This is an optimization exercise on Yosys and OpenROAD, whose aim is small area, a short achievable clock period and few clock cycles, not a production implementation. Function was checked by simulation only, so behaviour that the tests miss may differ from the original. Power and IR drop assume default switching activity.

==> build 52 <==
## mvuTop
module mvuTop (
	input  logic                           clk,
	input  logic                           rst,
	input  logic                           wWr,
	input  logic [mvuPkg::FOLD_WIDTH-1:0]  wAddr,
	input  logic [mvuPkg::WTILE_WIDTH-1:0] wData,
	input  logic [mvuPkg::FOLD_WIDTH-1:0]  foldCount,
	input  logic                           aStrobe,
	input  logic [mvuPkg::ATILE_WIDTH-1:0] aData,
	input  logic                           aPad,
	output logic                           outVld,
	output logic [mvuPkg::OUT_WIDTH-1:0]   outData,
	output logic [mvuPkg::LANE_WIDTH-1:0]  outLane,
	output logic                           hold
);
clock: 6.0 ns
lec_check: 0
cap_margin: 20
core_margin: 2
core_utilization: 60
setup_slack_margin: 3.4
slew_margin: 20
run.sh (not shown) runs the stock make flow with config.mk's settings and CLKGATE_MAP_FILE= SYNTH_SCRIPT=/design/flow/synth_recipe.tcl, a recipe that flattens the netlist after the stock synthesis.
==> inputs of build 84, as changes to build 52 <==
--- a/flow/config.mk
+++ b/flow/config.mk
@@ -9,3 +9,3 @@
 export CORE_MARGIN = 2
-export CORE_UTILIZATION = 60
+export CORE_UTILIZATION = 40
 export SETUP_SLACK_MARGIN = 3.4
==> qor summary <==
|  | build 84 | build 52 |
|---|---|---|
| Multi-input gate share of the layout cell area | 29.7% | 30.0% |
| Sequential group power | 14.0 mW | 14.1 mW |
| Smallest hold slack | 0.414 ns | 0.419 ns |
| Number of buffers created by CTS | 165 | 159 |
| Wire length per cell after detailed routing | 23.7 um | 26.4 um |
| Area occupied by multi-input gates | 0.0246 mm^2 | 0.0247 mm^2 |
| Area growth from synthesis to layout | 19.5% | 18.8% |
| Final critical delay including setup and external delays | 3.02 ns | 2.99 ns |
| Via count of the first global-routing pass | 40.0k | 40.1k |
| Clk network pwr share | 30.9% | 30.6% |
| Post-Route Utilization | 48.2% | 72.1% |
| Placer congestion estimate | 0.898 | 0.942 |
| Maximum number of pins on one net before global-route repair | 166 | 159 |
| Power share of the combinational group | 26.8% | 26.9% |
| Non-clk bufs | 363 | 390 |
| Worst-case reg-to-reg path depth | 8 | 7 |
| Tapcells inserted | 2310 | 1512 |
| Outcome | timing/DRC/antenna clean | timing/DRC/antenna clean |
| Die X | 421 um | 344 um |
| Flip-flop and latch share of the layout cell area | 52.5% | 52.8% |
| Antenna diode count | 1 | 3 |
| Power dissipated by switching net loads | 10.1 mW | 10.1 mW |
Testbench counts of build 52, summed over its fixed seeds: cycles 10,035.
Testbench counts of build 84, summed over its fixed seeds: cycles 10,035.

* * *

==> inputs of try-amber <==
Another version of the RTL of mvuTop (not shown whole).
Settings: LEC_CHECK=0, CAP_MARGIN=20, CORE_MARGIN=2, CORE_UTILIZATION=60, CTS_CLUSTER_DIAMETER=100, CTS_CLUSTER_SIZE=24, SETUP_SLACK_MARGIN=3.4, SLEW_MARGIN=20, SYNTH_HIERARCHICAL=1, SYNTH_MINIMUM_KEEP_SIZE=0; clock period 6.0 ns.
standard.sh (not shown) runs the stock make flow with config.mk's settings and CLKGATE_MAP_FILE= SYNTH_SCRIPT=/design/flow/synth_recipe.tcl, a recipe that flattens the netlist after the stock synthesis.
==> flow/flow/run.sh <==
#!/bin/bash
# The standard layout, with plain buffers on the ports instead of the
# delay cells buffer_ports picks by default.
set -euo pipefail
export BUFFER_PORTS_ARGS="-buffer_cell sky130_fd_sc_hd__buf_2"
bash standard.sh > standard.log 2>&1
==> try-lagoon (differences from try-amber) <==
Settings changed: CORE_UTILIZATION 60 to 40.
==> try-garnet (differences from try-amber) <==
Settings changed: CORE_UTILIZATION 60 to 40, SETUP_SLACK_MARGIN 3.4 to 3.6.
==> comparison <==
- try-garnet finished with timing, DRC and antenna clean. try-amber passed the timing, design-rule and antenna checks. try-lagoon finished with timing, DRC and antenna clean.
- Hold slack, highest first: try-lagoon, try-amber, try-garnet.
- Register-to-register slack: try-garnet is lower than try-lagoon (40 ps).
- Final cell count, highest first: try-garnet, try-lagoon, try-amber.
- Critical path depth is the same in try-amber and try-lagoon.
- In flip-flop and latch count, try-lagoon and try-garnet do not differ.
==> figures <==
item                                           try-lagoon      try-garnet       try-amber
Hold_ws                                            332 ps          331 ps          331 ps
Shortest period the worst path allows             2610 ps         2650 ps         2740 ps
Number of gates resized after cts                     114             191             112
Number of antenna diodes                               10               5               7
Met2 usage                                          29.8%           30.9%           42.8%
Full die area                               180,000 sq um   180,000 sq um   121,000 sq um
Number of global-route vias before repair           38.4k           38.3k           38.5k
Status                                     finished clean  finished clean  finished clean
Detailed Place HPWL                            106,000 um      106,000 um      104,000 um
Leak pwr                                          25.0 nW         25.3 nW         25.0 nW
Post-placement setup slack                        2720 ps         2670 ps         2820 ps
Testbench counts of try-amber, summed over its fixed seeds: cycles 9,915.
Testbench counts of try-lagoon, summed over its fixed seeds: cycles 9,915.
Testbench counts of try-garnet, summed over its fixed seeds: cycles 9,915.

* * *

==> indigo <==
Another version of the RTL of mvuTop (not shown whole).
==> module mvuSequencer, before the edit <==
module mvuSequencer (
	input  logic                            clk,
	input  logic                            rst,
	input  logic                            aStrobe,
	input  logic [mvuPkg::ATILE_WIDTH-1:0]  aData,
	input  logic                            aPad,
	input  logic [mvuPkg::FOLD_WIDTH-1:0]   foldCount,
	input  logic                            pop,	 
	output logic [mvuPkg::FOLD_WIDTH-1:0]   rdAddr,
	output logic [mvuPkg::ATILE_WIDTH-1:0]  a,
	output logic                            last,
	output logic                            hold
);
	logic [FOLD_WIDTH-1:0] pos;	 
	logic [FOLD_WIDTH-1:0] fcR;	 
	logic [CNT_WIDTH-1:0]  cnt;	 
	logic                  atEnd;
	logic                  closing;
	logic [FOLD_WIDTH-1:0] posNext;
	logic [CNT_WIDTH-1:0]  cntNext;
	assign atEnd = (pos == foldCount);
	assign closing = aStrobe && atEnd;
	assign posNext = aStrobe ? (atEnd ? '0 : pos + 1'b1) : pos;
	assign cntNext = cnt + CNT_WIDTH'(closing) - CNT_WIDTH'(pop);
	always_ff @(posedge clk) begin
		if (rst) begin
			pos <= '0;
			fcR <= '0;
			cnt <= '0;
			hold <= 1'b0;
		end else begin
			pos <= posNext;
			if (aStrobe)
				fcR <= foldCount;
			cnt <= cntNext;
			hold <= (cntNext >= CNT_WIDTH'(HOLD_CNT))
				&& ((posNext == '0) || (posNext == (aStrobe ? foldCount : fcR)));
		end
	end
	assign rdAddr = pos;
	always_ff @(posedge clk) begin
		if (rst) begin
			last <= 1'b0;
		end else begin
			last <= closing;
		end
	end
	always_ff @(posedge clk) begin
		a <= (aStrobe && !aPad) ? aData : '0;
	end
endmodule
clock: 6.0 ns
lec_check: 0
cap_margin: 20
core_margin: 2
core_utilization: 40
cts_buf_list: sky130_fd_sc_hd__clkbuf_8
setup_slack_margin: 3.4
slew_margin: 20
run.sh (not shown) runs the stock make flow with config.mk's settings and CLKGATE_MAP_FILE= SYNTH_SCRIPT=/design/flow/synth_recipe.tcl, a recipe that flattens the netlist after the stock synthesis.
Stock flow here: none of the scripts above is used.
==> raven (differences from indigo) <==
--- a/flow/design.v
+++ b/flow/design.v
@@ -11,8 +11,7 @@
 	localparam int unsigned LANE_WIDTH = 2;
 	localparam int unsigned FIFO_DEPTH = 4;
 	localparam int unsigned PTR_WIDTH = $clog2(FIFO_DEPTH);
-	localparam int unsigned HOLD_CNT = FIFO_DEPTH + 1;
-	localparam int unsigned CNT_WIDTH = $clog2(HOLD_CNT + 1);	 
+	localparam int unsigned CNT_WIDTH = PTR_WIDTH + 1;	 
 	localparam int unsigned WTILE_WIDTH = PE * SIMD * WEIGHT_WIDTH;
 	localparam int unsigned ATILE_WIDTH = SIMD * ACTIVATION_WIDTH;
 	localparam int unsigned QRES_WIDTH = PE * OUT_WIDTH;
@@ -80,7 +79,7 @@
 			if (aStrobe)
 				fcR <= foldCount;
 			cnt <= cntNext;
-			hold <= (cntNext >= CNT_WIDTH'(HOLD_CNT))
+			hold <= (cntNext >= CNT_WIDTH'(FIFO_DEPTH))
 				&& ((posNext == '0) || (posNext == (aStrobe ? foldCount : fcR)));
 		end
 	end
CTS_BUF_LIST = not set   (was sky130_fd_sc_hd__clkbuf_8)
SETUP_SLACK_MARGIN = 3.2   (was 3.4)
==> qor summary <==
                                                                        raven        indigo
Area fraction in and, or, nand and nor cells after synthesis           0.0573        0.0620
Cell Pwr Density                                                  387 nW/um^2   373 nW/um^2
Number of different library cells in the post-synthesis netlist            55            71
DIE AREA                                                         184,000 um^2  185,000 um^2
Clock Skews                                                         0.0482 ns     0.0795 ns
Buffering stage count on the worst path with inverters included             2             1
Y dimension of the die                                                 429 um        430 um
Outcome                                              timing/DRC/antenna clean  timing/DRC/antenna clean
Number of clock buffers in the layout                                     226           334
Number of detailed-routing iterations run before antenna repair             8            10
Mux contribution to synthesized area                                   0.0316        0.0267
Root buffer selected by CTS                                         clkbuf_16      clkbuf_8
P_int                                                                 23.0 mW       22.4 mW
Switching power share of the total                                      0.284         0.284
Complex-gate fraction of the synthesized area                          0.0663        0.0694
Mapped Avg Cell Area                                                15.3 um^2     15.0 um^2
Total clock network power                                             10.9 mW       10.1 mW
Number of fill cells                                                    15.6k         15.9k
Post-CTS setup buffers                                                      0             9
Worst-margin pin slew                                                0.976 ns       1.07 ns
Data required, critical path                                          6.43 ns       4.80 ns
Leakage                                                               31.6 nW       32.0 nW
Pin count of the biggest net entering global routing                      158           129
Routed length per instance                                            22.3 um       22.0 um
Initial cell density of the core                                        0.404         0.402
Multi-input logic portion of the cell area                              0.284         0.288
Testbench counts of indigo, summed over its fixed seeds: cycles 9,915.
Testbench counts of raven, summed over its fixed seeds: cycles 10,093.

-- separate check: timing with driven ports --
The flow's constraints put no driver on any port. The routed layouts listed below were extracted and timed again, unchanged, in two steps. Step 1 (the two cells are an assumption about what drives the block):
set clk [get_ports {clk}]
set_driving_cell -lib_cell sky130_fd_sc_hd__clkbuf_16 $clk
set_driving_cell -lib_cell sky130_fd_sc_hd__buf_2 [delete_from_list [all_inputs] $clk]
Step 2 also shifts input and output timing later by t, the mid clock arrival at the registers, as if the neighbouring blocks saw the same clock. Three values: no drivers, after step 1, after step 2; two values: the first two.
run | t (ns) | slack for setup (ns) | worst setup path after step 2 | worst register clock-pin slew, ns | worst slew at a driven data input, ns
build 52 | 0.837 | 3.011 / 3.011 / 2.556 | input to register | 0.07 / 0.07 | 0.10
build 84 | 0.865 | 2.983 / 2.983 / 2.616 | input to register | 0.07 / 0.07 | 0.16
try-amber | 0.770 | 3.257 / 3.257 / 2.844 | input to register | 0.10 / 0.10 | 0.14
try-lagoon | 0.788 | 3.389 / 3.389 / 2.771 | input to register | 0.10 / 0.10 | 0.15
try-garnet | 0.800 | 3.352 / 3.352 / 2.959 | input to register | 0.11 / 0.11 | 0.15
indigo | 1.036 | 3.361 / 3.281 / 2.400 | input to register | 0.07 / 0.07 | 0.20
raven | 0.877 | 3.274 / 3.277 / 2.402 | input to register | 0.07 / 0.07 | 0.19
After both steps setup and hold are still met in every run listed. The setup slack of indigo, which loses most, moves by -0.080 ns with the drivers and by -0.961 ns with both steps.
